Context: an optimization exercise on an open-source flow, tuned for small area, a short achievable clock period and few clock cycles per item. The choices shown serve that exercise and are no tape-out recipe.
At most, simulation tests tie the RTL to the original design; equivalence was not proved.
No functional check of the RTL was part of run 2.

==> flow/design.v, too long to show whole: its modules and the start of the top module <==
// module vector_magnitude_offset: 4331 lines
module vector_magnitude_offset #(
    parameter int SAMPLE_WIDTH = 16
) (
    input  wire logic        clk,
    input  wire logic        rst_n,
    input  wire logic        pair_valid,
    output logic             pair_ready,
    input  wire logic [15:0] pair_x_value,
    input  wire logic [15:0] pair_y_value,
    input  wire logic        pair_last_in,
    output logic             result_valid,
    input  wire logic        result_ready,
    output logic [15:0]      result_magnitude,
    output logic             result_last_out
);
  // ...
==> flow/run.sh <==
#!/bin/bash
# synth_recipe.tcl (not shown) runs the flow's synth.tcl, then flattens the netlist and writes it again
# the make line also repeats each setting of config.mk as NAME=value (left out here)
make -C /OpenROAD-flow-scripts/flow DESIGN_CONFIG=/design/flow/config.mk WORK_HOME=/design/flow/orfs CLKGATE_MAP_FILE= SYNTH_SCRIPT=/design/flow/synth_recipe.tcl finish
==> flow/config.mk <==
export PLATFORM = sky130hd
export DESIGN_NAME = vector_magnitude_offset
export DESIGN_NICKNAME = vector_magnitude_offset
export VERILOG_FILES = /design/flow/design.v
export SDC_FILE = /design/flow/constraint.sdc
export NUM_CORES = 4
export LEC_CHECK = 0
export ABC_CLOCK_PERIOD_IN_PS = 3500
export CAP_MARGIN = 20
export CORE_MARGIN = 2
export CORE_UTILIZATION = 45
export PLACE_DENSITY = 0.65
export SETUP_SLACK_MARGIN = 3.6
export SLEW_MARGIN = 20
export TNS_END_PERCENT = 100
==> flow/constraint.sdc <==
create_clock -name core_clock -period 7.0 [get_ports {clk}]
set_input_delay 1.4000 -clock core_clock [delete_from_list [all_inputs] [get_ports {clk}]]
set_output_delay 1.4000 -clock core_clock [all_outputs]
set_load 0.01 [all_outputs]
==> run summary, run 1 <==
Placement Rows=91; Tapcell Cnt=837; hold wc startpoint=p4_n[13]; Slowest-stage cell, CP=edfxtp_1; status=no timing/DRC/antenna violations; Crit Path Max Fanout=6; asr flop ratio synth=2.660%; commonest non-fill, non-tap cell in the layout=edfxtp_1; worst reg2reg path startpoint=p0_a[7]; dpl hpwl=39340 µm; Hold Worst Slack=0.4115 ns; final count of hold timing violations=0; largest cell class by area=multi-input gates; register area=11240 µm²; XOR/XNOR Fraction of Synth Area=4.124%; layout cells sized above 1=10.88%; flop2flop setup slack=3.63 ns; total negative setup slack=0 ns; synth cell count leaders=edfxtp_1, inv_1, fa_1, ha_1, nand2_1; Most flops, register=p2_n; crit-path most repeated cell=fa_1; Hold Path Sink=p5_n[13]; max-cap viol count=0; comb_multi_in=1650; RSZ-0062 raised after global routing=yes; H-Tree Level Count=2; crit path to=p1_m22_0; post-route ant nets=0; Non-Filler Instances=3420
Testbench counts, summed over its fixed seeds: cycles 16,080, items 16,000.
==> run 2, diff against run 1 <==
--- a/flow/design.v
+++ b/flow/design.v
@@ -19,18 +19,18 @@
     input  wire logic        pair_last_in,
     output logic             result_valid,
     input  wire logic        result_ready,
     output logic [15:0]      result_magnitude,
     output logic             result_last_out
 );
 logic adv;
 logic [8:0] v;
-logic out_v;
-assign adv = ~out_v | result_ready;
+logic out_v, skid_v, ready_q, valid_q;
+assign adv = ~skid_v;
 always_ff @(posedge clk or negedge rst_n)
     if (!rst_n) v <= '0;
     else if (adv) v <= {v[7:0], pair_valid};
 logic [15:0] xa, xb;
 assign xa = pair_x_value[15] ? 16'(-pair_x_value) : pair_x_value;
 assign xb = pair_y_value[15] ? 16'(-pair_y_value) : pair_y_value;
 logic [15:0] p0_a;
 logic [15:0] p0_b;
@@ -4319,23 +4319,50 @@
 assign e3_0[18] = e3_0_p[18] ^ e3_0_G4_17;
 assign e3_0[19] = e3_0_p[19] ^ e3_0_G4_18;
 assign d1_0 = e1_0; assign d2_0 = e2_0; assign d3_0 = e3_0;
 assign g1_0 = ~d1_0[19];
 assign g2_0 = ~d2_0[19];
 assign g3_0 = ~d3_0[19];
 logic [15:0] res_d;
 assign res_d = {p8_q[13:5] + 9'd1, p8_q[4:0], {g2_0, g3_0 | (g1_0 & ~g2_0)}};
-logic [15:0] out_m;
-logic out_l;
+logic [15:0] out_m, skid_m;
+logic out_l, skid_l;
+logic out_v_n, skid_v_n;
+wire in_v = v[8];
+always_comb begin
+    out_v_n  = out_v;
+    skid_v_n = skid_v;
+    if (skid_v) begin
+        if (result_ready) skid_v_n = 1'b0;
+    end else if (in_v) begin
+        if (!out_v || result_ready) out_v_n = 1'b1;
+        else skid_v_n = 1'b1;
+    end else if (result_ready) begin
+        out_v_n = 1'b0;
+    end
+end
 always_ff @(posedge clk or negedge rst_n)
-    if (!rst_n) out_v <= 1'b0;
-    else if (adv) out_v <= v[8];
-always_ff @(posedge clk) if (adv) begin
-    out_m <= res_d;
-    out_l <= p8_last;
+    if (!rst_n) begin
+        out_v   <= 1'b0;
+        skid_v  <= 1'b0;
+        valid_q <= 1'b0;
+        ready_q <= 1'b0;
+    end else begin
+        out_v   <= out_v_n;
+        skid_v  <= skid_v_n;
+        valid_q <= out_v_n;
+        ready_q <= ~skid_v_n;
+    end
+always_ff @(posedge clk) if (!skid_v) begin
+    skid_m <= res_d;
+    skid_l <= p8_last;
+end
+always_ff @(posedge clk) if (result_ready || (!skid_v && !out_v)) begin
+    out_m <= skid_v ? skid_m : res_d;
+    out_l <= skid_v ? skid_l : p8_last;
 end
-assign pair_ready       = adv;
-assign result_valid     = out_v;
+assign pair_ready       = ready_q;
+assign result_valid     = valid_q;
 assign result_magnitude = out_m;
 assign result_last_out  = out_l;
 endmodule
 `default_nettype wire
==> flow/config.mk (replaced) <==
export PLATFORM = sky130hd
export DESIGN_NAME = vector_magnitude_offset
export DESIGN_NICKNAME = vector_magnitude_offset
export VERILOG_FILES = /design/flow/design.v
export SDC_FILE = /design/flow/constraint.sdc
export NUM_CORES = 4
export LEC_CHECK = 0
export ABC_CLOCK_PERIOD_IN_PS = 3500
export CAP_MARGIN = 20
export CORE_MARGIN = 2
export CORE_UTILIZATION = 40
export PLACE_DENSITY = 0.6
export SETUP_SLACK_MARGIN = 3.5
export SLEW_MARGIN = 20
==> run 2 against run 1 <==
Effect of this change: register-to-register slack got worse by 0.21 ns; wire length fell by 1.1%; largest cell class unchanged; clock-buffer cell count up 1; still clean.
==> run summary, run 2 <==
Clk Latency, worst-skew pair=0.59 ns (was 0.58 ns); # hold bufs at CTS=0 (unchanged); Most Used Layer, Global Route=met2 (unchanged); I/O Buffers=55 (unchanged); vias in the first global route=18820 (was 18570); largest net degree at the start of global routing=176 (was 86); diode count=0 (unchanged); number of synthesized flops with an enable pin=366 (unchanged); CTS buffer count=47 (was 43); Hold Worst Slack=0.4094 ns (was 0.4115 ns); synth top area cells=edfxtp_1, fa_1, ha_1 (unchanged); H-Tree Level Count=2 (unchanged); worst path bufs/invs=0 (was 3); nets=3125 (was 3100); Final min period=3.578 ns (was 3.370 ns); via density per instance=5.025 (was 5.178); WL/cell=15.48 µm (was 16.25 µm); Setup violations, final=0 (unchanged); Core Footprint=70270 µm² (was 61940 µm²); ys flop type=edfxtp_1 (unchanged); Placer Congestion=0.8420 (was 0.8348); Sink Count=395 (was 376); total negative setup slack=0 ns (unchanged); IO Pins=56 (unchanged); CP arrival=3.91 ns (was 3.69 ns); Layout Skew=0.01656 ns (was 0.01923 ns); max-cap viol count=0 (unchanged); worst path required time=7.33 ns (was 7.32 ns); Clock Path Buffers=3 (unchanged); RSZ-0062 raised after global routing=yes (unchanged); routed vias=17840 (was 17710); commonest non-fill, non-tap cell in the layout=edfxtp_1 (unchanged); met2 Track Usage GR=26.46% (was 29.98%); CP delay by family, top=compound AO/OA/AOI/OAI gates (was adder cells); f_max=0.2795 GHz (was 0.2967 GHz); Synth cell types=83 (was 85); Syn Std Cell Area=28510 µm² (was 28250 µm²); Non-Filler Instances=3551 (was 3420); slew margin rel.=30.77% (was 49.27%); starting density of the core=40.57% (was 45.61%); Pre-Repair DR Iteration Count=5 (was 6); Tot GR Track Use=15.11% (was 17.56%); Mapped Cells=2411 (was 2382); Min-Delay Path Class=register to register (unchanged); Final Routed Wirelength=54960 µm (was 55590 µm); Die W=271.0 µm (was 254.5 µm); Crit. End Element=register (unchanged); actual slew at the worst max-slew pin=1.035 ns (was 0.7610 ns); DRC=0 (unchanged); Syn Nets=2962 (was 2933); sequential area share after synthesis=40.80% (was 39.79%); post-synth top area share=38.55% (was 38.91%); Root Buffer=clkbuf_16 (unchanged); GR Overflow Total=0 (unchanged); Final Max Slew Viols=0 (unchanged); count leader, synth=edfxtp_1 (unchanged); Syn Area/Cell=11.82 µm² (was 11.86 µm²); Most flops, register=p2_n (unchanged); crit-path cells=fa_1 -> ha_4 -> a211oi_2 -> o21bai_2 -> and3_4 -> o2111ai_4 -> o211ai_1 -> a211o_1 -> a221o_1 -> a41o_1 -> xor2_1 (was nand2_1 -> fa_1 -> inv_1 -> fa_1 -> inv_1 -> fa_2 -> fa_1 -> inv_1 -> fa_1); Top Registers=p2_n x32, p3_n x24, p4_n x20 (unchanged); met3 Use GR=2.024% (was 2.439%); Layout area overhead=14.56% (was 14.02%); Placed Cells=3364 (was 3231); clk slew on worst S/H paths=0.06 ns (about the same); post-route ant nets=0 (unchanged); slowest stage delay, CP=0.63 ns (was 0.57 ns); cell accounting for the most synthesized area=edfxtp_1 (unchanged); global-route wire length before repair=92280 µm (was 92230 µm); most frequent cells in the layout=edfxtp_1, inv_1, fa_1 (was edfxtp_1, inv_1, ha_1); asr flop ratio synth=3.038% (was 2.660%); die height=271.0 µm (was 254.5 µm); synth warn=1 (unchanged); dpl hpwl=39770 µm (was 39340 µm); Slowest-stage cell, CP=fa_1 (was edfxtp_1); synth cell count leaders=edfxtp_1, inv_1, fa_1, ha_1, nand2_1 (unchanged); Yosys reg bits=395 (was 376); die area=73430 µm² (was 64790 µm²); CTS tree=done (unchanged); CP Launch Type=register (unchanged); Placement Rows=97 (was 91); drt initial violations=793 (was 1017); max reg flops=32 (unchanged); layout cells sized above 1=9.996% (was 10.88%); initial antenna violation count=0 (was 1); GRT met1 Usage=19.27% (was 22.96%); Final period util=51.11% (was 48.15%); Crit Path Max Fanout=3 (was 6); status=no timing/DRC/antenna violations (unchanged); final count of hold timing violations=0 (unchanged); critical path type=register to register (unchanged)
run 2: cell count changes after synthesis, sizes merged, moves of 12 or more:
cell   previous run  this run
o21ai            79       111
nor2             96        75
a21oi            74        93
dfxtp             0        17
inv             308       322
o31ai            19         7
run 2: layout make-up:
| cell class | count | area (µm²) |
|---|---|---|
| tap | 940 | 1176 |
| multi-input combinational | 1645 | 15730 |
| inverter | 322 | 1212 |
| clock inverter | 37 | 320.3 |
| clock buffer | 49 | 1184 |
| fill | 6271 | 37610 |
| timing repair buffer | 163 | 1413 |
| sequential | 395 | 11630 |
run 2: stage by stage:
step / utilization (%) / worst slack, ns / cell area, µm²
floorplan: - / 0.8902 / 28520
global placement: 42.86 / 3.108 / 30120
detailed placement: 42.86 / 3.019 / 30120
CTS: 45.73 / 3.337 / 32130
global route: 46.48 / 3.289 / 32660
finish: 46.48 / 3.422 / 32660
run 2: path summary, 6_finish.rpt:
| kind | from | depth (start not counted) | slack (ns) | end |
|---|---|---|---|---|
| max in group asynchronous | rst_n | 1 | 5.48 | v[6] |
| setup / recovery | p1_m4_0 | 11 | 3.42 | p2_n[31] |
| min in group asynchronous | rst_n | 1 | 1.17 | ready_q |
| setup reg to reg | p1_m4_0 | 11 | 3.42 | p2_n[31] |
| hold reg to reg | p2_n[14] | 0 | 0.41 | p3_n[14] |
| hold / removal | p2_n[14] | 0 | 0.41 | p3_n[14] |
run 2: cell families (layout without fill, tap and decap cells):
family          after synthesis  count (layout)  synth area share [%]
simple gates                561             561                 10.07
fa+ha+maj                   514             514                 29.38
compound gates              397             398                 9.278
flops                       395             395                 40.80
buf+inv                     372             571                 4.968
xor+xnor                    133             133                 4.086
mux                          39              39                 1.422
run 2: repair_timing:
item	in CTS	in global routing
cloned	0	1
endpoints found under the setup margin	47	50
pin swaps	14	17
setup buffers	50	50
resized for setup	25	29
run 2: routing by layer:
| metal | up-vias | share of wire, % |
|---|---|---|
| met5 | - | 0 |
| met4 | 0 | 2.4 |
| met3 | 93 | 3.1 |
| met2 | 266 | 50 |
| met1 | 8866 | 44 |
| li1 | 8619 | - |

afterwards: timing with drivers on the ports:
In the flow no input, the clock included, has a driving cell. The finished layouts below were timed again as built, in two steps. Step 1: set_driving_cell puts a clkbuf_16 on clk and a buf_2 on each other input, an assumption about the parent block. Step 2 also shifts input and output timing later by t, the mid clock arrival at the registers, as if the neighbouring blocks saw the same clock. Three values: no drivers, after step 1, after step 2; two values: the first two.
run	shift t [ns]	setup WS [ns]	hold WS [ns]	worst setup path at the end	latest minus earliest clock arrival (ns)
run 1	0.625	3.630 / 3.630 / 3.234	0.411 / 0.411 / 0.411	input to register	0.019 / 0.020
run 2	0.647	3.422 / 3.422 / 3.422	0.409 / 0.409 / 0.409	register to register	0.019 / 0.019
After both steps every run listed still meets setup and hold. For run 1, which loses most, drivers alone change the setup slack by 0.000 ns; drivers and shift together by -0.396 ns.
